From an optimization exercise on the open Yosys and OpenROAD flow, aimed at small area and a short achievable clock period; shortcuts taken in it are not production practice.
Where RTL was checked, it was by simulation tests only, not by an equivalence proof against the original.
No driver is modelled on the clock port, so clocking that relies on it looks cheaper here than on a real chip.
No activity file was given, so power comes from the tool's default toggle rates.

Setup of 03-23:
==> module life_data, before the edit <==
module life_data (
    input  logic        clk,
    input  logic        reset,
    input  logic        install,    
    input  logic        first,      
    input  logic        first_in,   
    input  logic        flip_en,
    input  logic [3:0]  flip_d,     
    input  logic [3:0]  flip_x,
    output logic [15:0] disp_row    
);
    logic [15:0][15:0] brd;         
    logic [15:0]       new_row;     
    logic [15:0]       first_new;   
    logic [15:0]       col_sel;
    assign col_sel  = flip_en ? (16'b1 << flip_x) : 16'b0;
    assign disp_row = brd[15];
    always_ff @(posedge clk or negedge reset) begin
        if (!reset) begin
            brd <= '0;
        end else begin
            for (int i = 0; i < 16; i++) begin
                if (i == 14 && install) begin
                    brd[i] <= new_row;
                end else if (i == 15 && first_in) begin
                    brd[i] <= first_new;
                end else begin
                    brd[i] <= brd[(i + 1) % 16] ^ ((flip_d == 4'((i + 1) % 16)) ? col_sel : 16'b0);
                end
            end
        end
    end
    always_ff @(posedge clk) begin
        new_row <= life_pkg::life_row(brd[15], brd[0], brd[1]);
        if (first) begin
            first_new <= new_row;
        end
    end
endmodule
==> module life, before the edit <==
module life #(
    parameter int unsigned X         = 16,
    parameter int unsigned Y         = 16,
    parameter int unsigned LOG2X     = 4,
    parameter int unsigned LOG2Y     = 4,
    parameter int unsigned HIGH_BITS = 10
) (
    input  logic             clk,
    input  logic             reset,
    input  logic [life_pkg::KEY_W-1:0] keys,
    output logic [Y-1:0]     row,
    output logic [X-1:0]     col
);
    life_pkg::key_e       key_c;
    life_pkg::key_e       key_q;      
    logic                 sweep;      
    logic                 swap;       
    logic                 swap_q;     
    logic                 install_c;  
    logic [7:0]           k;          
    logic [LOG2X-1:0]     cx;         
    logic [LOG2Y-1:0]     cd;         
    logic                 run_mode;
    logic [HIGH_BITS-1:0] prescaler;
    logic                 scan_on;    
    logic             idle_c;
    logic             start_c;
    logic             edit_c;
    logic [X-1:0]     disp_row;
    assign key_c   = life_pkg::key_e'(keys);
    assign idle_c  = !sweep && !swap;
    assign start_c = idle_c && ((key_c == life_pkg::KEY_NEXT) || (run_mode && (&prescaler)));
    assign edit_c  = idle_c && (key_c != life_pkg::KEY_NEXT) && (key_c != life_pkg::KEY_RUN);
    always_ff @(posedge clk or negedge reset) begin
        if (!reset) begin
            sweep  <= 1'b0;
            swap   <= 1'b0;
            swap_q <= 1'b0;
        end else begin
            swap   <= sweep && (&k);
            swap_q <= swap;
            sweep  <= start_c || (sweep && !(&k));
        end
    end
    always_ff @(posedge clk) begin
        k <= sweep ? k + 1'b1 : 8'd0;
    end
    assign install_c = (sweep && (k[7:4] == 4'hf) && ((k[3:2] != 2'd0) || (&k[1:0]))) || swap || swap_q;
    always_ff @(posedge clk or negedge reset) begin
        if (!reset) begin
            key_q <= life_pkg::KEY_NONE;
            cx    <= '0;
            cd    <= '0;
        end else begin
            key_q <= edit_c ? key_c : life_pkg::KEY_NONE;
            cd    <= cd - 1'b1;
            case (key_q)
                life_pkg::KEY_UP:    cd <= cd - 2'd2;
                life_pkg::KEY_DOWN:  cd <= cd;
                life_pkg::KEY_LEFT:  cx <= cx - 1'b1;
                life_pkg::KEY_RIGHT: cx <= cx + 1'b1;
                default: ;
            endcase
        end
    end
    always_ff @(posedge clk or negedge reset) begin
        if (!reset) begin
            prescaler <= '0;
            run_mode  <= 1'b0;
        end else begin
            prescaler <= prescaler + 1'b1;
            if (key_c == life_pkg::KEY_RUN) begin
                run_mode <= ~run_mode;
            end
        end
    end
    always_ff @(posedge clk or negedge reset) begin
        if (!reset) begin
            scan_on <= 1'b0;
            row     <= '0;
        end else begin
            scan_on <= 1'b1;
            row     <= {row[Y-2:0], row[Y-1] | !scan_on};
        end
    end
    assign col = disp_row;
    life_data l_data (
        .clk      (clk),
        .reset    (reset),
        .install  (install_c),
        .first    (sweep && (k == 8'd242)),
        .first_in (swap_q),
        .flip_en  (key_q == life_pkg::KEY_FLIP),
        .flip_d   (cd),
        .flip_x   (cx),
        .disp_row (disp_row)
    );
endmodule
clock: 9.0 ns
lec_check: 0
cap_margin: 40
core_margin: 2
core_utilization: 60
cts_cluster_diameter: 100
cts_cluster_size: 25
slew_margin: 40
standard.sh (not shown) runs the stock make flow with config.mk's settings and CLKGATE_MAP_FILE= SYNTH_SCRIPT=/design/flow/synth_recipe.tcl, a recipe that flattens the netlist after the stock synthesis.
==> flow/flow/run.sh <==
#!/bin/bash
# Standard layout with the port buffers a buf_2 and a tighter setup margin for repair,
# and the clock tree's root buffer removed after clock tree synthesis.
set -euo pipefail
ARGS=(SETUP_SLACK_MARGIN=6.2 "BUFFER_PORTS_ARGS=-buffer_cell sky130_fd_sc_hd__buf_2")
bash standard.sh "${ARGS[@]}" cts > flow_to_cts.log 2>&1
UNROOT_ODB=orfs/results/sky130hd/life/base/4_cts.odb openroad -no_init -exit flow/unroot.tcl > unroot.log 2>&1
bash standard.sh "${ARGS[@]}" finish > flow_to_finish.log 2>&1
==> flow/flow/unroot.tcl <==
# Remove the clock tree's root buffer: the clock port then drives the tree's first-level
# buffers (two) directly, one buffer less on every register's clock path.
set odb_file $::env(UNROOT_ODB)
read_db $odb_file
set block [ord::get_db_block]
set clk_net [$block findNet clk]
set root ""
foreach iterm [$clk_net getITerms] {
    if {[$iterm isInputSignal]} {
        set root [$iterm getInst]
    }
}
if {$root == "" || [llength [$clk_net getITerms]] != 1} {
    puts "unroot: clock port does not drive a single root buffer; layout left as it is"
    exit 0
}
set out_net [[$root findITerm X] getNet]
set loads [$out_net getITerms]
puts "unroot: root [$root getName] drives [expr {[llength $loads] - 1}] buffers"
if {[llength $loads] - 1 > 4} {
    puts "unroot: too many first-level buffers; layout left as it is"
    exit 0
}
foreach iterm $loads {
    if {[$iterm getInst] != $root} {
        $iterm disconnect
        $iterm connect $clk_net
    }
}
[$root findITerm A] disconnect
[$root findITerm X] disconnect
odb::dbInst_destroy $root
odb::dbNet_destroy $out_net
write_db $odb_file
puts "unroot: done"
03-23: flow completed, timing, DRC and antenna clean
The inputs of 01-21 differ from those of 03-23 as listed below.
--- a/flow/design.v
+++ b/flow/design.v
@@ -26,6 +26,7 @@
 module life_data (
     input  logic        clk,
     input  logic        reset,
+    input  logic        clearing,   
     input  logic        install,    
     input  logic        first,      
     input  logic        first_in,   
@@ -42,16 +43,22 @@
     assign disp_row = brd[15];
     always_ff @(posedge clk or negedge reset) begin
         if (!reset) begin
-            brd <= '0;
+            brd[15] <= '0;
+        end else if (first_in) begin
+            brd[15] <= first_new;
         end else begin
-            for (int i = 0; i < 16; i++) begin
-                if (i == 14 && install) begin
-                    brd[i] <= new_row;
-                end else if (i == 15 && first_in) begin
-                    brd[i] <= first_new;
-                end else begin
-                    brd[i] <= brd[(i + 1) % 16] ^ ((flip_d == 4'((i + 1) % 16)) ? col_sel : 16'b0);
-                end
+            brd[15] <= (clearing ? 16'b0 : brd[0]) ^ ((flip_d == 4'd0) ? col_sel : 16'b0);
+        end
+    end
+    always_ff @(posedge clk) begin
+        for (int i = 0; i < 15; i++) begin
+            if (i == 14 && install) begin
+                brd[i] <= new_row;
+            end else if (i % 2 == 1) begin
+                brd[i] <= (clearing ? 16'b0 : brd[i + 1])
+                        ^ ((flip_d == 4'(i + 1)) ? col_sel : 16'b0);
+            end else begin
+                brd[i] <= brd[i + 1];
             end
         end
     end
@@ -84,9 +91,12 @@
     logic [7:0]           k;          
     logic [LOG2X-1:0]     cx;         
     logic [LOG2Y-1:0]     cd;         
+    logic                 flip_wait;  
+    logic                 flip_c;
     logic                 run_mode;
     logic [HIGH_BITS-1:0] prescaler;
     logic                 scan_on;    
+    logic                 scan_on2;   
     logic             idle_c;
     logic             start_c;
     logic             edit_c;
@@ -112,11 +122,13 @@
     assign install_c = (sweep && (k[7:4] == 4'hf) && ((k[3:2] != 2'd0) || (&k[1:0]))) || swap || swap_q;
     always_ff @(posedge clk or negedge reset) begin
         if (!reset) begin
-            key_q <= life_pkg::KEY_NONE;
-            cx    <= '0;
-            cd    <= '0;
+            key_q     <= life_pkg::KEY_NONE;
+            flip_wait <= 1'b0;
+            cx        <= '0;
+            cd        <= '0;
         end else begin
-            key_q <= edit_c ? key_c : life_pkg::KEY_NONE;
+            key_q     <= edit_c ? key_c : life_pkg::KEY_NONE;
+            flip_wait <= flip_c && cd[0];
             cd    <= cd - 1'b1;
             case (key_q)
                 life_pkg::KEY_UP:    cd <= cd - 2'd2;
@@ -140,21 +152,25 @@
     end
     always_ff @(posedge clk or negedge reset) begin
         if (!reset) begin
-            scan_on <= 1'b0;
-            row     <= '0;
+            scan_on  <= 1'b0;
+            scan_on2 <= 1'b0;
+            row      <= '0;
         end else begin
-            scan_on <= 1'b1;
+            scan_on  <= 1'b1;
+            scan_on2 <= scan_on;
             row     <= {row[Y-2:0], row[Y-1] | !scan_on};
         end
     end
     assign col = disp_row;
+    assign flip_c = (key_q == life_pkg::KEY_FLIP) ^ flip_wait;
     life_data l_data (
         .clk      (clk),
         .reset    (reset),
+        .clearing (!scan_on2),
         .install  (install_c),
         .first    (sweep && (k == 8'd242)),
         .first_in (swap_q),
-        .flip_en  (key_q == life_pkg::KEY_FLIP),
+        .flip_en  (flip_c && !cd[0]),
         .flip_d   (cd),
         .flip_x   (cx),
         .disp_row (disp_row)
Notes after the runs:
Setup slack in 01-21 is larger than in 03-23. 01-21 against 03-23: global-route wire length before repair went down; synthesized-area fraction occupied by adder cells went up; layout-stage area growth over the synthesis result went up. Compared with 03-23, 01-21 shows share of the core filled with cells higher by 0.92 points. 01-21 vs 03-23: die area down in 01-21. 01-21 vs 03-23: part of the power in the clock network up. The higher synthesized cell count came out of 03-23. 01-21 ends up with lower design internal power than 03-23 does. Worst reg-to-reg path cell count | 01-21 above 03-23. Number of standard cells in the final layout excluding fillers (higher): 03-23. The lower combinational share of power of 01-21 and 03-23 is in 01-21. | aggregate routed wire length | 01-21 vs 03-23 | better |.
The RTL of 03-23 was laid out without a check of its function.

==> what the ideal ports hide <==
The results above use ideal ports. As a check the final layouts listed here were re-extracted and re-timed, cells and wires unchanged.
Step 1 sets driving cells, clkbuf_16 on the clock port and buf_2 on the other inputs (assumed; they add their load-dependent delay and slew).
Step 2 adds t to the input delays and takes it off the output delays; t is the mean of the earliest and latest rising clock arrival at the registers after step 1. Input paths then give back, and output paths get back, about the clock's delay inside the block.
Three values: ideal, step 1, step 2; two values: the first two.
| run | t (ns) | slack for setup (ns) | worst hold slack (ns) | worst setup path at the end | slew at the worst register clock pin (ns) |
|---|---|---|---|---|---|
| 03-23 | 0.438 | 6.219 / 6.154 / 6.004 | 0.379 / 0.379 / 0.379 | input, reset recovery | 0.11 / 0.11 |
| 01-21 | 0.426 | 6.227 / 6.166 / 6.361 | 0.327 / 0.327 / 0.327 | register to register | 0.10 / 0.10 |
After both steps setup and hold are still met in every run listed. For 03-23, which loses most, drivers alone change the setup slack by -0.065 ns; drivers and shift together by -0.215 ns. The worst setup slack also covers recovery checks on asynchronous resets.
